Source: an optimization exercise on an open RTL-to-GDS flow (aim: small area, a short achievable clock period and few clock cycles per item). Production flows keep margins and buffers that such runs may drop.
Only simulation tests tie the RTL to the original design; equivalence was not proved.
No activity file was given, so power comes from the tool's default toggle rates.

==> flow/design.v <==
`timescale 1ns / 1ps
package trcf_pkg;
   localparam int FIELD_LEN_W = 13;
   localparam logic [1:0] CMD_SEGMENT = 2'd0;
   localparam logic [1:0] CMD_LISTEN  = 2'd1;
   localparam logic [1:0] CMD_CONSUME = 2'd2;
   localparam logic [1:0] CMD_TICK    = 2'd3;
   localparam logic [2:0] SEG_SYN  = 3'd0;
   localparam logic [2:0] SEG_FIN  = 3'd2;
   localparam logic [2:0] SEG_DATA = 3'd4;
   localparam logic [1:0] REPLY_SYNACK  = 2'd0;
   localparam logic [1:0] REPLY_FINACK  = 2'd1;
   localparam logic [1:0] REPLY_DATAACK = 2'd2;
   localparam logic [1:0] STATUS_OK      = 2'd0;
   localparam logic [1:0] STATUS_REFUSED = 2'd1;
   localparam logic [1:0] STATUS_SHORT   = 2'd2;
   localparam logic [1:0] STATUS_NO_SLOT = 2'd3;
   localparam logic [1:0] CONN_CLOSED = 2'd0;
   localparam logic [1:0] CONN_LISTEN = 2'd1;
   localparam logic [1:0] CONN_OPEN   = 2'd2;
   localparam logic [1:0] CONN_CWAIT  = 2'd3;
   localparam logic [2:0] REG_ENABLE    = 3'd0;
   localparam logic [2:0] REG_PORT0     = 3'd1;
   localparam logic [2:0] REG_CLOSEWAIT = 3'd5;
   localparam logic [15:0] CLOSEWAIT_RESET = 16'd100;
   typedef struct packed {
      logic [FIELD_LEN_W-1:0] read_length;
      logic [FIELD_LEN_W-1:0] seg_length;
      logic [31:0]            seq_num;
      logic [15:0]            to_port;
      logic [15:0]            from_port;
      logic [7:0]             src_node;
      logic [2:0]             seg_type;
      logic [1:0]             slot;
   } req_data_type;
   typedef struct packed {
      logic [FIELD_LEN_W-1:0] buffered_bytes;
      logic [1:0]             slot_state;
      logic [1:0]             status;
      logic [31:0]            reply_ack_num;
      logic [15:0]            reply_from_port;
      logic [15:0]            reply_to_port;
      logic [7:0]             reply_node;
      logic                   reply_valid;
   } rsp_data_type;
   typedef struct packed {
      logic [1:0]             conn_state;
      logic [7:0]             peer_node;
      logic [15:0]            peer_port;
      logic [31:0]            expected_seq;
      logic [FIELD_LEN_W-1:0] used_bytes;
      logic [15:0]            closewait_count;
   } slot_entry_type;
   localparam int SLOT_ENTRY_W = 2 + 8 + 16 + 32 + FIELD_LEN_W + 16;
   typedef struct packed {
      logic [31:0] a;
      logic [31:0] b;
      logic        sub;
   } alu_op_type;
   typedef struct packed {
      logic [31:0] result;
      logic        borrow;
      logic        zero;
   } alu_res_type;
endpackage
`timescale 1ns / 1ps
import trcf_pkg::*;
module transport_receiver_connection_fsm
#(
   parameter int SLOTS     = 4,
   parameter int BUF_BYTES = 4096
) (
   input  logic         clock,
   input  logic         reset,
   input  logic         req_tvalid,
   output logic         req_tready,
   input  logic [103:0] req_tdata,
   input  logic [1:0]   req_tuser,
   output logic         rsp_tvalid,
   input  logic         rsp_tready,
   output logic [95:0]  rsp_tdata,
   output logic [1:0]   rsp_tuser,
   input  logic         csr_valid,
   output logic         csr_ready,
   input  logic [2:0]   csr_index,
   input  logic [15:0]  csr_data
);
   logic [3:0]  enable_ff;
   logic [15:0] port_ff [4];
   logic [15:0] closewait_ff;
   assign csr_ready = !reset;
   logic [15:0] csr_wdata;
   assign csr_wdata = reset ? 16'd0 : csr_data;
   always_ff @(posedge clock) begin
      if (reset || (csr_valid && csr_index == 3'd0)) enable_ff <= csr_wdata[3:0];
      if (reset || (csr_valid && csr_index == 3'd5)) begin
         closewait_ff <= reset ? CLOSEWAIT_RESET : csr_data;
      end
      for (int i = 0; i < 4; i++) begin
         if (reset || (csr_valid && csr_index == 3'(i + 1))) port_ff[i] <= csr_wdata;
      end
   end
   logic        rv_ff;
   logic        acc;
   assign req_tready = !reset && (!rv_ff || rsp_tready);
   assign acc        = req_tvalid && req_tready;
   logic [15:0] r_to;
   logic [3:0]  match, s1_sel;
   logic        s1_seg, s1_lis, s1_con, s1_tick;
   logic        s1_syn, s1_fin, s1_data;
   logic [7:0]  s1_node;
   logic [15:0] s1_from;
   logic [31:0] s1_seq;
   logic [12:0] r_slen, r_rlen;
   assign r_to    = req_tdata[44:29];
   assign s1_seg  = (req_tuser == CMD_SEGMENT);
   assign s1_lis  = (req_tuser == CMD_LISTEN);
   assign s1_con  = (req_tuser == CMD_CONSUME);
   assign s1_tick = (req_tuser == CMD_TICK);
   assign s1_syn  = (req_tdata[4:2] == SEG_SYN);
   assign s1_fin  = (req_tdata[4:2] == SEG_FIN);
   assign s1_data = (req_tdata[4:2] == SEG_DATA);
   assign s1_node = req_tdata[12:5];
   assign s1_from = req_tdata[28:13];
   assign s1_seq  = req_tdata[76:45];
   assign r_slen  = req_tdata[89:77];
   assign r_rlen  = req_tdata[102:90];
   always_comb begin
      for (int i = 0; i < 4; i++) begin
         match[i] = enable_ff[i] && (port_ff[i] == r_to);
      end
      if (s1_seg) begin
         s1_sel[0] = match[0];
         s1_sel[1] = match[1] && !match[0];
         s1_sel[2] = match[2] && !match[1] && !match[0];
         s1_sel[3] = match[3] && !match[2] && !match[1] && !match[0];
      end else begin
         for (int i = 0; i < 4; i++) s1_sel[i] = (req_tdata[1:0] == 2'(i));
      end
   end
   logic [1:0]  st_ff   [4];
   logic [7:0]  node_ff [4];
   logic [15:0] pport_ff[4];
   logic [31:0] seq_ff  [4];    
   logic [11:0] used_ff [4];
   logic        found;
   logic [31:0] seq_sum;
   assign found   = |s1_sel;
   logic [3:0] peq_i, seq_i;
   always_comb begin
      for (int i = 0; i < 4; i++) begin
         peq_i[i] = (node_ff[i] == s1_node) && (pport_ff[i] == s1_from);
         seq_i[i] = (seq_ff[i] == s1_seq);
      end
   end
   logic [12:0] addop;
   logic [13:0] sum_i [4];
   logic [7:0]  lo_i [4];
   logic [6:0]  hi0_i [4];
   logic [6:0]  hi1_i [4];
   logic [3:0]  ok_i;
   logic [12:0] fcar_i [4];
   logic [12:0] cbor_i [4];
   assign addop = s1_con ? {~r_rlen[11:0], 1'b1} : {r_slen[11:0], 1'b0};
   always_comb begin
      for (int i = 0; i < 4; i++) begin
         lo_i[i]  = {1'b0, used_ff[i][5:0], 1'b1} + {1'b0, addop[6:0]};
         hi0_i[i] = {1'b0, used_ff[i][11:6]} + {1'b0, addop[12:7]};
         hi1_i[i] = {1'b0, used_ff[i][11:6]} + {1'b0, addop[12:7]} + 7'd1;
         sum_i[i] = {lo_i[i][7] ? hi1_i[i] : hi0_i[i], lo_i[i][6:0]};
         fcar_i[i] = {1'b0, used_ff[i]} + {1'b0, r_slen[11:0]};
         cbor_i[i] = {1'b0, used_ff[i]} - {1'b0, r_rlen[11:0]};
         ok_i[i]  = s1_con ? (!cbor_i[i][12] && !r_rlen[12]) : (!fcar_i[i][12] && !r_slen[12]);
      end
   end
   logic [13:0] seq_lo;
   logic [18:0] seq_hi1;
   assign seq_lo  = {1'b0, s1_seq[12:0]} + {1'b0, r_slen};
   assign seq_hi1 = s1_seq[31:13] + 19'd1;
   assign seq_sum = {seq_lo[13] ? seq_hi1 : s1_seq[31:13], seq_lo[12:0]};
   logic [1:0]  status_i [4];
   logic [1:0]  rtype_i [4];
   logic [3:0]  reply_i, dack_i;
   logic [3:0]  w_peer_i, w_seq_i, w_used_i_, w_fin_i, w_lis_i;
   always_comb begin
      for (int i = 0; i < 4; i++) begin
         status_i[i]  = STATUS_OK;
         rtype_i[i]   = REPLY_SYNACK;
         reply_i[i]   = 1'b0;
         dack_i[i]    = 1'b0;
         w_peer_i[i]  = 1'b0;
         w_seq_i[i]   = 1'b0;
         w_used_i_[i] = 1'b0;
         w_fin_i[i]   = 1'b0;
         w_lis_i[i]   = 1'b0;
         if (s1_seg) begin
            status_i[i] = STATUS_REFUSED;
            case (st_ff[i])
               CONN_LISTEN: begin
                  if (s1_syn) begin
                     w_peer_i[i] = 1'b1;
                     w_seq_i[i]  = 1'b1;
                     status_i[i] = STATUS_OK;
                     reply_i[i]  = 1'b1;
                  end
               end
               CONN_OPEN: begin
                  if (peq_i[i]) begin
                     if (s1_syn) begin
                        w_seq_i[i]  = 1'b1;
                        status_i[i] = STATUS_OK;
                        reply_i[i]  = 1'b1;
                     end else if (s1_data) begin
                        status_i[i] = STATUS_OK;
                        rtype_i[i]  = REPLY_DATAACK;
                        if (!seq_i[i]) begin
                           reply_i[i] = 1'b1;
                           dack_i[i]  = 1'b1;
                        end else if (ok_i[i]) begin
                           w_seq_i[i]   = 1'b1;
                           w_used_i_[i] = 1'b1;
                           reply_i[i]   = 1'b1;
                           dack_i[i]    = 1'b1;
                        end
                     end else if (s1_fin) begin
                        w_fin_i[i]  = 1'b1;
                        status_i[i] = STATUS_OK;
                        reply_i[i]  = 1'b1;
                        rtype_i[i]  = REPLY_FINACK;
                     end
                  end
               end
               CONN_CWAIT: begin
                  if (s1_fin) begin
                     status_i[i] = STATUS_OK;
                     reply_i[i]  = 1'b1;
                     rtype_i[i]  = REPLY_FINACK;
                  end
               end
               default: ;
            endcase
         end else if (s1_lis) begin
            if (enable_ff[i] && st_ff[i] == CONN_CLOSED) begin
               w_lis_i[i] = 1'b1;
            end else begin
               status_i[i] = STATUS_REFUSED;
            end
         end else if (s1_con) begin
            if (!enable_ff[i] || st_ff[i] != CONN_OPEN) begin
               status_i[i] = STATUS_REFUSED;
            end else if (!ok_i[i]) begin
               status_i[i] = STATUS_SHORT;
            end else begin
               w_used_i_[i] = 1'b1;
            end
         end
         if (!reply_i[i]) rtype_i[i] = REPLY_SYNACK;
      end
   end
   logic [1:0]  status, rtype;
   logic        reply, dack;
   always_comb begin
      status = (s1_seg && !found) ? STATUS_NO_SLOT : 2'd0;
      rtype  = 2'd0;
      for (int i = 0; i < 4; i++) begin
         status = status | ({2{s1_sel[i]}} & status_i[i]);
         rtype  = rtype  | ({2{s1_sel[i]}} & rtype_i[i]);
      end
      reply = |(s1_sel & reply_i);
      dack  = |(s1_sel & dack_i);
   end
   logic [3:0] rsel_ff;         
   logic [3:0] asel_ff;         
   logic [3:0] hsel_ff;         
   logic [1:0] status_ff;
   logic [1:0] rtype_ff;
   always_ff @(posedge clock) begin
      if (reset) begin
         rv_ff <= 1'b0;
      end else if (acc) begin
         rv_ff <= 1'b1;
      end else if (rsp_tready) begin
         rv_ff <= 1'b0;
      end
   end
   always_ff @(posedge clock) begin
      if (acc) begin
         status_ff <= status;
         rtype_ff  <= rtype;
         rsel_ff   <= s1_sel & reply_i;
         asel_ff   <= s1_sel & dack_i;
         hsel_ff   <= s1_sel;
      end
   end
   logic [7:0]  o_node;
   logic [15:0] o_to, o_from;
   logic [31:0] o_ack;
   logic [1:0]  o_state;
   logic [11:0] o_used;
   always_comb begin
      o_node  = '0;
      o_to    = '0;
      o_from  = '0;
      o_ack   = '0;
      o_state = '0;
      o_used  = '0;
      for (int i = 0; i < 4; i++) begin
         o_node  = o_node  | ({8{rsel_ff[i]}}  & node_ff[i]);
         o_to    = o_to    | ({16{rsel_ff[i]}} & pport_ff[i]);
         o_from  = o_from  | ({16{rsel_ff[i]}} & port_ff[i]);
         o_ack   = o_ack   | ({32{asel_ff[i]}} & seq_ff[i]);
         o_state = o_state | ({2{hsel_ff[i]}}  & st_ff[i]);
         o_used  = o_used  | ({12{hsel_ff[i]}} & used_ff[i]);
      end
   end
   assign rsp_tvalid = rv_ff;
   assign rsp_tuser  = rtype_ff;
   assign rsp_tdata  = {6'd0, 1'b0, o_used, o_state, status_ff, o_ack, o_from, o_to, o_node,
                        |rsel_ff};
   logic [31:0] wseq;
   logic [1:0]  wst;
   assign wseq = s1_data ? seq_sum : s1_seq;
   assign wst  = (reset || s1_tick) ? CONN_CLOSED :
                 s1_lis             ? CONN_LISTEN :
                 s1_fin             ? CONN_CWAIT  : CONN_OPEN;
   logic [3:0]  tick_i, close_i, w_st_i, w_used_i, w_shi_i, w_slo_i;
   logic [15:0] slo_n [4];
   logic [11:0] used_n [4];
   always_comb begin
      for (int i = 0; i < 4; i++) begin
         tick_i[i]   = acc && s1_tick && st_ff[i] == CONN_CWAIT;
         close_i[i]  = tick_i[i] && (seq_ff[i][15:1] == 15'd0);
         w_st_i[i]   = reset || close_i[i] || (acc && s1_sel[i] && (w_peer_i[i] || w_fin_i[i] || w_lis_i[i]));
         w_used_i[i] = reset || close_i[i] || (acc && s1_sel[i] && w_used_i_[i]);
         w_shi_i[i]  = acc && s1_sel[i] && w_seq_i[i];
         w_slo_i[i]  = (acc && s1_sel[i] && (w_seq_i[i] || w_fin_i[i])) || (tick_i[i] && !close_i[i]);
         used_n[i]   = (reset || s1_tick) ? 12'd0 : sum_i[i][12:1];
         slo_n[i]    = s1_tick ? seq_ff[i][15:0] - 16'd1 :
                       s1_fin  ? closewait_ff : wseq[15:0];
      end
   end
   always_ff @(posedge clock) begin
      for (int i = 0; i < 4; i++) begin
         if (w_st_i[i]) st_ff[i] <= wst;
         if (w_used_i[i]) used_ff[i] <= used_n[i];
         if (acc && s1_sel[i] && w_peer_i[i]) begin
            node_ff[i]  <= s1_node;
            pport_ff[i] <= s1_from;
         end
         if (w_shi_i[i]) seq_ff[i][31:16] <= wseq[31:16];
         if (w_slo_i[i]) seq_ff[i][15:0] <= slo_n[i];
      end
   end
endmodule
==> flow/flow/run.sh <==
#!/bin/bash
# The standard layout (the standard.sh, unchanged synthesis and steps), except that the
# ports are buffered with the smallest buffer cell instead of the one buffer_ports picks.
# Every port still gets its own buffer. ORFS writes each step's log under orfs/logs; the
# make output of the whole run goes to standard.log here.
set -euo pipefail
export BUFFER_PORTS_ARGS="-buffer_cell sky130_fd_sc_hd__buf_1"
bash standard.sh > standard.log 2>&1
==> flow/standard.sh <==
#!/bin/bash
# synth_recipe.tcl (not shown) runs the flow's synth.tcl, then flattens the netlist and writes it again
# the make line also repeats each setting of config.mk as NAME=value (left out here)
make -C /OpenROAD-flow-scripts/flow DESIGN_CONFIG=/design/flow/config.mk WORK_HOME=/design/flow/orfs CLKGATE_MAP_FILE= SYNTH_SCRIPT=/design/flow/synth_recipe.tcl "${@:-finish}"
==> flow/config.mk <==
export PLATFORM = sky130hd
export DESIGN_NAME = transport_receiver_connection_fsm
export DESIGN_NICKNAME = transport_receiver_connection_fsm
export VERILOG_FILES = /design/flow/design.v
export SDC_FILE = /design/flow/constraint.sdc
export NUM_CORES = 4
export LEC_CHECK = 0
export CAP_MARGIN = 20
export CORE_MARGIN = 2
export CORE_UTILIZATION = 40
export CTS_BUF_LIST = sky130_fd_sc_hd__clkbuf_16
export CTS_CLUSTER_DIAMETER = 100
export CTS_CLUSTER_SIZE = 24
export SETUP_SLACK_MARGIN = 4.35
export SLEW_MARGIN = 20
export TNS_END_PERCENT = 0
==> flow/constraint.sdc <==
create_clock -name core_clock -period 8.0 [get_ports {clock}]
set_input_delay 1.6000 -clock core_clock [delete_from_list [all_inputs] [get_ports {clock}]]
set_output_delay 1.6000 -clock core_clock [all_outputs]
set_load 0.01 [all_outputs]
==> out/results.tsv, run 1 <==
metric	value	unit
Final Non-Filler Cells	3462	
Total Routing Usage GR	25.6	%
sequential share of the synthesized area	45.0	%
period utilization	49.1	%
Clock Sink Count	381	
Slew Limit Headroom	35.9	%
DR vias/cell	5.94	
Synth Flop Type	edfxtp_1	
Die W	256	µm
CP Max Fanout	10	
Setup TNS Final	0	ns
Post-Syn Area per Cell	10.5	µm²
placed cells	3375	
initial drt markers	2045	
hold buffers post-CTS	0	
largest net degree at the start of global routing	46	
final hold vios	0	
Post-Syn Area	25400	µm²
vias	20600	
WL/cell	25.3	µm
post-synth top area share	44.9	%
Yosys reg bits	381	
placer congestion estimate	0.942	
Initial Util	40.4	%
Slew @ Worst Pin	0.951	ns
RSZ-0062 raised after global routing	yes	
IO buf count	222	
clock buffer count from CTS	22	
Hold WC Path Type	register to register	
Critical Path AT	4.24	ns
WL final	87600	µm
gr ovfl total	0	
Yosys top cell by area	edfxtp_1	
most common cell in the netlist	edfxtp_1	
Final min period	3.93	ns
vias in the first global route	20300	
die extent in y	256	µm
Worst R2R Setup Slack	4.88	ns
Highest Clock Rate	255	MHz
max-slew violations	0	
Leakage	10.4	nW
final setup vio count	0	
Core ar.	63000	µm²
# IOs	231	
top cells by area, synth	edfxtp_1, ha_1, xnor2_1	
detailed placement HPWL	64800	µm
Setup crit end kind	register	
CTS tree	built	
# rows	92	
die area	65600	µm²
Post-synth top cells	edfxtp_1, xnor2_1, nand2_1	
status	no timing/DRC/antenna violations	
post-synth cell types	76	
CTS max path bufs	3	
first-pass GRT wire length	128000	µm
EDFF count, synth	380	
DRT Pass-1 Iters	6	
Worst Path Required	8.32	ns
type of the worst setup path	primary input to register	
Area Growth Syn to Fin	14.1	%
clk root buf	clkbuf_16	
Nets	2913	
H-tree Lvls	1	
Residual DRC	0	
PD cells	167	nW/µm²
max cap viols	0	
Clk Latency, worst-skew pair	0.58	ns
Syn Inst Count	2422	
post-synthesis async set-or-reset flop share	0	%
Setup Skew	0.0206	ns
Post-DRT Antenna Nets	0	
crit start category	primary input	
Clock transition at path regs	0.10	ns
initial antenna violation count	8	
largest vdd supply drop	0.000126	V
layout cells sized above 1	11.1	%
Warnings, synthesis	17	
## per-layer routing
| layer | share of wire, % | wire length [µm] | vias up | global-route usage [%] |
|---|---|---|---|---|
| met5 | 0.068 | 60 | - | 0 |
| met4 | 3.8 | 3370 | 10 | 8.41 |
| met3 | 7.3 | 6370 | 179 | 3.42 |
| met2 | 48 | 41700 | 939 | 43.1 |
| met1 | 41 | 36100 | 10200 | 34.1 |
| li1 | - | - | 9287 | - |
## report_power, final
group / total (mW) / switching [mW] / internal (mW) / leakage (nW)
sequential: 2.40 / 0.0973 / 2.30 / 3.56
clock: 1.27 / 0.728 / 0.544 / 0.355
combinational: 1.17 / 0.700 / 0.471 / 6.48
total: 4.84 / 1.53 / 3.31 / 10.4
## stage by stage
stage                     utilization, %  setup slack, ns  cell area (µm²)  hold slack (ns)  power, mW
after floorplan                        -             4.04            25700            0.608       3.14
after global placement              43.2             2.13            27200            0.586       3.46
after detailed placement            43.2             2.04            27200            0.591       3.49
after CTS                           45.4             4.12            28600            0.608       4.80
after global routing                46.1             4.04            29000            0.664       5.04
final                               46.1             4.07            29000            0.605       4.84
## area by class of cell
class | instances | area [µm²]
clock inverters | 13 | 123
clock buffers | 23 | 576
diodes | 4 | 10.0
flip-flops and latches | 381 | 11400
fillers | 5915 | 34000
multi-input cells | 1834 | 13900
inverters | 75 | 292
well taps | 846 | 1060
repair buffers | 286 | 1580
## worst max-delay path, stage by stage
cell and delay [ns]:
buf_2 0.14, buf_8 0.16, nand2b_4 0.20, buf_4 0.16
buf_4 0.16, o21ai_0 0.75, ha_1 0.41, xnor2_1 0.25
nand2_1 0.10, nor2_2 0.12, xnor2_1 0.12, nor2_1 0.05
## cells in the final DEF, fill, tap and decap left out, drive strengths merged, types with 24 or more instances in the layout
| master | n |
|---|---|
| edfxtp | 380 |
| buf | 276 |
| xnor2 | 233 |
| nand2 | 207 |
| xor2 | 181 |
| a22oi | 174 |
| ha | 174 |
| nor2 | 136 |
| o21ai | 105 |
| a21oi | 93 |
| inv | 79 |
| nor4 | 59 |
| nor3 | 57 |
| nand4 | 49 |
| nand3 | 47 |
| a21o | 39 |
| nor2b | 38 |
| clkbuf | 31 |
| a211oi | 24 |
## cells by family after synthesis
| kind of cell | after synthesis | share of synthesized area, % |
|---|---|---|
| AOI/OAI and AO/OA | 543 | 14.4 |
| xor gates and xnor gates | 414 | 14.3 |
| adders and majority gates | 183 | 9.27 |
| buffers and inverters | 216 | 3.44 |
| DFF | 381 | 45.0 |
| muxes | 9 | 0.404 |
| other | 1 | 0.0147 |
| and+or+nand+nor | 675 | 13.2 |
## path summary, 6_finish.rpt
| path | start | endpoint | depth (start not counted) |
|---|---|---|---|
| worst max-delay path | req_tuser[0] | used_ff[2][11] | 12 |
| worst max register to register | seq_ff[2][8] | used_ff[2][6] | 8 |
| worst min-delay path | rv_ff | rv_ff | 3 |
| worst min register to register | rv_ff | rv_ff | 3 |
## repair_timing
action                     CTS  global route
pin swaps                   20            19
setup endpoints to repair  434           421
buffers inserted            30            11
resized for setup           95            62
cloned                       4             2
hold endpoints to repair     0             0
## flip-flops by register name, summed over array words and instances, names as in the netlist, 4 cells and up
name	flops
enable_ff	4
used_ff	48
node_ff	32
st_ff	8
hsel_ff	4
rsel_ff	4
pport_ff	64
seq_ff	128
port_ff	64
asel_ff	4
closewait_ff	16
Testbench counts, summed over its fixed seeds: cycles 4,808, items 4,800.
==> run 2: changes to the inputs <==
--- a/flow/config.mk
+++ b/flow/config.mk
@@ -11,6 +11,7 @@
 export CTS_BUF_LIST = sky130_fd_sc_hd__clkbuf_16
 export CTS_CLUSTER_DIAMETER = 100
 export CTS_CLUSTER_SIZE = 24
-export SETUP_SLACK_MARGIN = 4.35
+export GPL_ROUTABILITY_DRIVEN = 0
+export SETUP_SLACK_MARGIN = 4.2
 export SLEW_MARGIN = 20
 export TNS_END_PERCENT = 0
==> run 2 against run 1 <==
Compared with the run above: still clean; synthesized area stayed put; setup slack worse by 0.0094 ns; power is 2.0% higher; clock-buffer cell count is 2 higher.
==> out/results.tsv, run 2 <==
metric	value	unit
Post-Syn Area per Cell	10.5	µm²
EDFF count, synth	380	
Clk Latency, worst-skew pair	0.60	ns
Post-synth top cells	edfxtp_1, xnor2_1, nand2_1	
final hold vios	0	
Die W	256	µm
first-pass GRT wire length	124000	µm
CP Max Fanout	12	
sequential share of the synthesized area	45.0	%
Initial Util	40.4	%
Setup crit end kind	register	
Worst Path Required	8.29	ns
max-slew violations	0	
Sw Share	31.5	%
clock buffer count from CTS	24	
Post-Syn Area	25400	µm²
Yosys top cell by area	edfxtp_1	
IO buf count	222	
Largest regs	seq_ff x128, port_ff x64, pport_ff x64	
Residual DRC	0	
most flop-heavy register	seq_ff	
Crit path max-delay family	simple AND/OR/NAND/NOR gates	
vias in the first global route	19900	
top cells by area, synth	edfxtp_1, ha_1, xnor2_1	
max reg flops	128	
Post-DRT Antenna Nets	0	
# IOs	231	
Slew @ Worst Pin	0.947	ns
post-synth cell types	76	
WL final	85700	µm
worst path cell trace	clkbuf_2, xnor2_1, nand4_1, nor4_2, nand2_1, nor3_4, a21oi_1, o31ai_4, buf_12	
status	no timing/DRC/antenna violations	
max cap viols	0	
Hold WC Path Type	register to register	
Flop pwr share	48.5	%
DRT Pass-1 Iters	7	
final setup margin	4.06	ns
Net Sw Power	1.55	mW
clk root buf	clkbuf_16	
final instance area	28900	µm²
Clock transition at path regs	0.09	ns
PD cells	171	nW/µm²
most common cell after layout, fill and taps aside	edfxtp_1	
crit start category	primary input	
Leakage	10.3	nW
gr ovfl total	0	
DR vias/cell	5.91	
Setup Skew	0.0272	ns
Crit-path slowest cell	nor4_2	
Highest Clock Rate	254	MHz
Clk pwr share	28.4	%
final setup vio count	0	
layout cells sized above 1	10.1	%
vias	20400	
Synth Flop Type	edfxtp_1	
internal power	3.38	mW
H-tree Lvls	1	
largest net degree at the start of global routing	46	
WL/cell	24.8	µm
Buf+Inv Stages, Crit Path	2	
Critical Path AT	4.23	ns
die extent in y	256	µm
Core ar.	63000	µm²
# rows	92	
Syn Inst Count	2422	
area occupied by multi-input gates	13900	µm²
largest vdd supply drop	0.000153	V
Filler cells	5922	
Clock Sink Count	381	
commonest cells after routing, fill and taps aside	edfxtp_1, xnor2_1, nand2_1, buf_1, xor2_1	
Combinational Power Share	23.0	%
CTS tree	built	
Total Routing Usage GR	24.8	%
Area Growth Syn to Fin	13.7	%
initial drt markers	2074	
Yosys reg bits	381	
CTS max path bufs	3	
RSZ-0062 raised after global routing	yes	
Setup TNS Final	0	ns
period utilization	49.2	%
Nets	2896	
Slew Limit Headroom	36.7	%
die area	65600	µm²
dpl cell area	27200	µm²
Final min period	3.94	ns
post-synthesis async set-or-reset flop share	0	%
Crit path largest cell delay	0.52	ns
Reg area	11400	µm²
initial antenna violation count	11	
DP Worst Slack	2.39	ns
type of the worst setup path	primary input to register	
most common cell in the netlist	edfxtp_1	
Warnings, synthesis	17	
detailed placement HPWL	64100	µm
post-synth top area share	44.9	%
## run 2: cell types whose count changed in the layout (fill, tap and decap cells not counted), moves of 3 or more
| cell | change |
|---|---|
| buf_1 | +9 |
| buf_2 | -37 |
| buf_4 | -16 |
| clkbuf_16 | +5 |
| clkbuf_2 | +28 |
| o21ai_1 | +3 |
## run 2: repair_timing
item                       4_1_cts  5_1_grt
setup endpoints to repair      360      401
cloned                           0        5
hold buffers                     0        0
gates resized for setup         21      125
pin swaps                        8       12
setup buffers                   11       10
## run 2: per-layer routing
layer / global-route usage (%) / vias up / share of wire [%]
met5: 0 / - / 0.078
met4: 8.82 / 14 / 4.2
met3: 3.84 / 185 / 7.7
met2: 41.8 / 876 / 48
met1: 32.3 / 10100 / 40
li1: - / 9257 / -
## run 2: path summary, 6_finish.rpt
| check | start | to | slack [ns] | cells after the start |
|---|---|---|---|---|
| setup reg to reg | seq_ff[2][8] | used_ff[2][4] | 4.80 | 8 |
| hold reg to reg | rv_ff | rv_ff | 0.61 | 3 |
| hold / removal | rv_ff | rv_ff | 0.61 | 3 |
| setup / recovery | req_tdata[53] | used_ff[2][4] | 4.06 | 9 |
## run 2: worst min-delay path, stage by stage, from the launching register on
cell and delay (ns):
dfxtp_1 0.32, nor2b_1 0.13, nor2_1 0.08, nor2_1 0.04
## run 2: final cells by class
cell class / count / share of cell area, %
repair buffers: 269 / 4.96
flip-flops and latches: 381 / 39.5
diodes: 5 / 0.0433
inverters: 75 / 1.01
clock inverters: 16 / 0.653
clock buffers: 25 / 2.16
well taps: 846 / 3.66
multi-input cells: 1832 / 48.0
## run 2: cell families (layout without fill, tap and decap cells)
kind of cell / Yosys count / after routing / synth area share, %
mux: 9 / 9 / 0.404
compound gates: 543 / 543 / 14.4
fa+ha+maj: 183 / 183 / 9.27
flops: 381 / 381 / 45.0
other cells: 1 / 12 / 0.0147
xor+xnor: 414 / 414 / 14.3
buf+inv: 216 / 385 / 3.44
simple gates: 675 / 676 / 13.2
## run 2: power groups by stage
stage	clock network, mW	logic, mW	registers, mW
after floorplan	0	0.744	2.40
after global placement	0	1.02	2.44
after detailed placement	0	1.05	2.44
after CTS	1.43	1.07	2.39
after global routing	1.49	1.24	2.40
final	1.40	1.14	2.40
## run 2: through the flow
stage,std cells,hold slack (ns),utilization (%),power [mW]
finish,3449,0.609,45.9,4.94
global route,3447,0.646,45.9,5.14
CTS,3429,0.613,44.9,4.89
detailed placement,3377,0.598,43.2,3.49
global placement,3377,0.584,43.2,3.46
floorplan,2428,0.608,-,3.14

[static timing again, ports no longer ideal]
Ports are ideal in the flow. The routed layouts listed here were re-timed in OpenROAD.
Step 1, drivers: a clkbuf_16 drives clock and a buf_2 each remaining input, both assumed.
Step 2 adds t to the input delays and takes it off the output delays; t is the mean of the earliest and latest rising clock arrival at the registers after step 1. Input paths then give back, and output paths get back, about the clock's delay inside the block.
Slacks: ideal ports / drivers / drivers and shift; pairs: ideal ports / drivers.
run	t (ns)	setup WS [ns]	latest minus earliest clock arrival (ns)	cell pins on the clock port's net
run 1	0.635	4.074 / 4.092 / 3.457	0.021 / 0.021	1
run 2	0.655	4.064 / 4.067 / 3.413	0.027 / 0.027	1
After both steps every run listed still meets setup and hold. The setup slack of run 2, which loses most, moves by +0.003 ns with the drivers and by -0.651 ns with both steps.
